This is an optimization exercise on Yosys and OpenROAD, whose aim is small area and a short achievable clock period, not a production implementation.
Only simulation tests tie the RTL to the original design; equivalence was not proved.

Setup of job 8355:
// fifo_net_top
module fifo_net_top #(
    parameter logic [7:0] DEVICE_ID     = 8'd0,
    parameter logic [7:0] VERSION_MAJOR = 8'd0,
    parameter logic [7:0] VERSION_MINOR = 8'd0,
    parameter int         FIFO_DEPTH    = 16
) (
    input  wire         clk,
    input  wire         rst,
    input  wire  [63:0] i_rx_data,
    input  wire         i_rx_valid,
    output logic [31:0] o_tlp_data,
    output logic        o_tlp_last,
    output logic        o_tlp_valid,
    input  wire  [31:0] i_tlp_in_data,
    input  wire         i_tlp_in_last,
    input  wire         i_tlp_in_valid,
    output logic        o_tlp_in_ready,
    output logic [31:0] o_tx_data,
    output logic [1:0]  o_tx_ctx,
    output logic        o_tx_valid,
    input  wire         i_tx_ready,
    output logic [15:0] o_subsys_vend_id,
    output logic [15:0] o_vend_id,
    output logic [15:0] o_dev_id,
    output logic [7:0]  o_rev_id
);
Size in the first run: roughly 4700 cells after synthesis, roughly 0.073 sq mm of cells after synthesis.
Settings: LEC_CHECK=0, CAP_MARGIN=20, CORE_MARGIN=2, CORE_UTILIZATION=60, CTS_CLUSTER_DIAMETER=100, CTS_CLUSTER_SIZE=20, SETUP_SLACK_MARGIN=4.0, SLEW_MARGIN=20; clock period 7.0 ns.
run.sh (not shown) runs the stock make flow with config.mk's settings and CLKGATE_MAP_FILE= SYNTH_SCRIPT=/design/flow/synth_recipe.tcl, a recipe that flattens the netlist after the stock synthesis.
> inputs changed (job 8355 -> job 833)
--- a/flow/design.v
+++ b/flow/design.v
@@ -70,41 +70,41 @@
     logic             push;
     assign remain = total - {{(CW-1){1'b0}}, out_pop};
     assign space  = NEVER_FULL ? 1'b1 : ((total != DEPTH) | out_pop);
     assign push   = i_wr_en & space;
     always_comb
     begin
         out_data = '0;
         for (int i = 0; i < DEPTH; i++)
             out_data = out_data | (mem[i] & {WIDTH{rd_oh[i]}});
     end
     always_ff @(posedge clk)
     begin
-        if (space)
+        if (NEVER_FULL ? i_wr_en : space)
             mem[wr_ptr] <= i_din;
     end
     always_ff @(posedge clk)
     begin
         if (rst)
         begin
             wr_ptr    <= '0;
             rd_oh     <= {{(DEPTH-1){1'b0}}, 1'b1};
             total     <= '0;
             out_valid <= 1'b0;
             o_afull   <= 1'b0;
         end
         else
         begin
             if (push)
-                wr_ptr <= wr_ptr + 1'b1;
+                wr_ptr <= (wr_ptr == PW'(DEPTH - 1)) ? '0 : wr_ptr + 1'b1;
             if (out_pop)
                 rd_oh <= {rd_oh[DEPTH-2:0], rd_oh[DEPTH-1]};
             total     <= remain + {{(CW-1){1'b0}}, push};
             out_valid <= (remain != '0);
             o_afull   <= (remain >= AFULL);
         end
     end
 endmodule
 module cmd_fifo #(
     parameter int WIDTH  = 40,              
     parameter int HWIDTH = 50,              
     parameter int DEPTH  = 16
@@ -395,25 +395,25 @@
         assign up_val[8*j +: 8]  = (j % 2 == 1) ? v_od : v_ev;
     end
     always_ff @(posedge clk)
     begin
         if (rst)
             uptime <= '0;
         else
             uptime <= ((uptime + 1'b1) & ~up_mask) | (up_val & up_mask);
     end
     logic [22:0] resp_entry;
     logic [22:0] resp_head;
     assign resp_entry = {ro_in, addr[15], addr[4:0], ro_in ? {rd_lo, rd_hi} : {6'd0, addr[14:5]}};
-    sync_fifo #(.WIDTH(23), .DEPTH(FIFO_DEPTH), .AFULL(FIFO_DEPTH - 2), .NEVER_FULL(1'b1)) u_resp_fifo (
+    sync_fifo #(.WIDTH(23), .DEPTH(FIFO_DEPTH - 1), .AFULL(FIFO_DEPTH - 2), .NEVER_FULL(1'b1)) u_resp_fifo (
         .clk       (clk),
         .rst       (rst),
         .i_wr_en   (is_read),
         .i_din     (resp_entry),
         .o_afull   (resp_afull),
         .out_data  (resp_head),
         .out_valid (resp_valid),
         .out_pop   (resp_pop)
     );
     assign resp_data = {resp_head[21], resp_head[9:0] & {10{~resp_head[22]}}, resp_head[20:16],
                         resp_head[15:0] & {16{resp_head[22]}}};
     assign o_subsys_vend_id = {rw_b[9],  rw_b[8]};
@@ -434,34 +434,41 @@
     input  wire  [1:0]  loop_ctx,
     input  wire         loop_valid,
     output logic        loop_ready,
     input  wire  [31:0] resp_data,
     input  wire         resp_valid,
     output logic        resp_ready,
     output logic [31:0] o_tx_data,
     output logic [1:0]  o_tx_ctx,
     output logic        o_tx_valid,
     input  wire         i_tx_ready
 );
     logic load_en;
-    assign load_en    = ~o_tx_valid | i_tx_ready;
+    logic tx_idle;          
+    assign load_en    = tx_idle | i_tx_ready;
     assign tlp_ready  = load_en & tlp_valid;
     assign loop_ready = load_en & ~tlp_valid & loop_valid;
     assign resp_ready = load_en & ~tlp_valid & ~loop_valid & resp_valid;
     always_ff @(posedge clk)
     begin
         if (rst)
+        begin
             o_tx_valid <= 1'b0;
+            tx_idle    <= 1'b1;
+        end
         else if (load_en)
+        begin
             o_tx_valid <= tlp_valid | loop_valid | resp_valid;
+            tx_idle    <= ~(tlp_valid | loop_valid | resp_valid);
+        end
     end
     always_ff @(posedge clk)
     begin
         if (load_en)
         begin
             if (tlp_valid)
             begin
                 o_tx_data <= tlp_data;
                 o_tx_ctx  <= {1'b0, tlp_last};
             end
             else if (loop_valid)
             begin
Results
Having completed the whole flow, job 833 delivered a layout that passed the timing, design-rule and antenna checks. Logic depth of the worst path, buffers included was higher in the run labelled job 833. Job 833: area taken by multi-input logic gates is about 2.7% higher than what job 8355 reported. Wire length after detailed routing went up by a few percent going from job 8355 to job 833. The lower total of plain and repair buffers excluding clock buffers of job 8355 and job 833 is in job 8355. Job 833 vs job 8355 — synthesized cell count rose 1.1%. Post-route cell area in job 833 is 0.82% higher than in job 8355. Run comparison: job 833 slowest stage cell on the critical path sky130_fd_sc_hd__or4_1; job 8355 slowest stage cell on the critical path sky130_fd_sc_hd__nor2b_4. Looking at width of the die, job 833 sits below job 8355. In job 833, aggregate global-route resource usage is higher than in job 8355. Worst endpoint data arrival time in job 833 is 1770 ps higher than in job 8355.

re-timing with driven ports:
How much do the figures lean on ideal ports? The routed layouts below were timed once more, with nothing changed but the port constraints.
Step 1 (the two cells are an assumption about what drives the block):
set clk [get_ports {clk}]
set_driving_cell -lib_cell sky130_fd_sc_hd__clkbuf_16 $clk
set_driving_cell -lib_cell sky130_fd_sc_hd__buf_2 [delete_from_list [all_inputs] $clk]
Step 2 times the ports against the registers' clock, not the clock port: input delays grow and output delays shrink by t, the midpoint of the rising clock arrivals with the driver on.
Three values: ideal, step 1, step 2; two values: the first two.
run	shift t [ns]	setup WS [ns]	clock arrival spread, ns
job 8355	0.845	3.421 / 3.388 / 2.950	0.044 / 0.044
job 833	0.805	3.635 / 3.619 / 2.877	0.046 / 0.046
After both steps setup and hold are still met in every run listed. For job 833, which loses most, drivers alone change the setup slack by -0.016 ns; drivers and shift together by -0.758 ns.
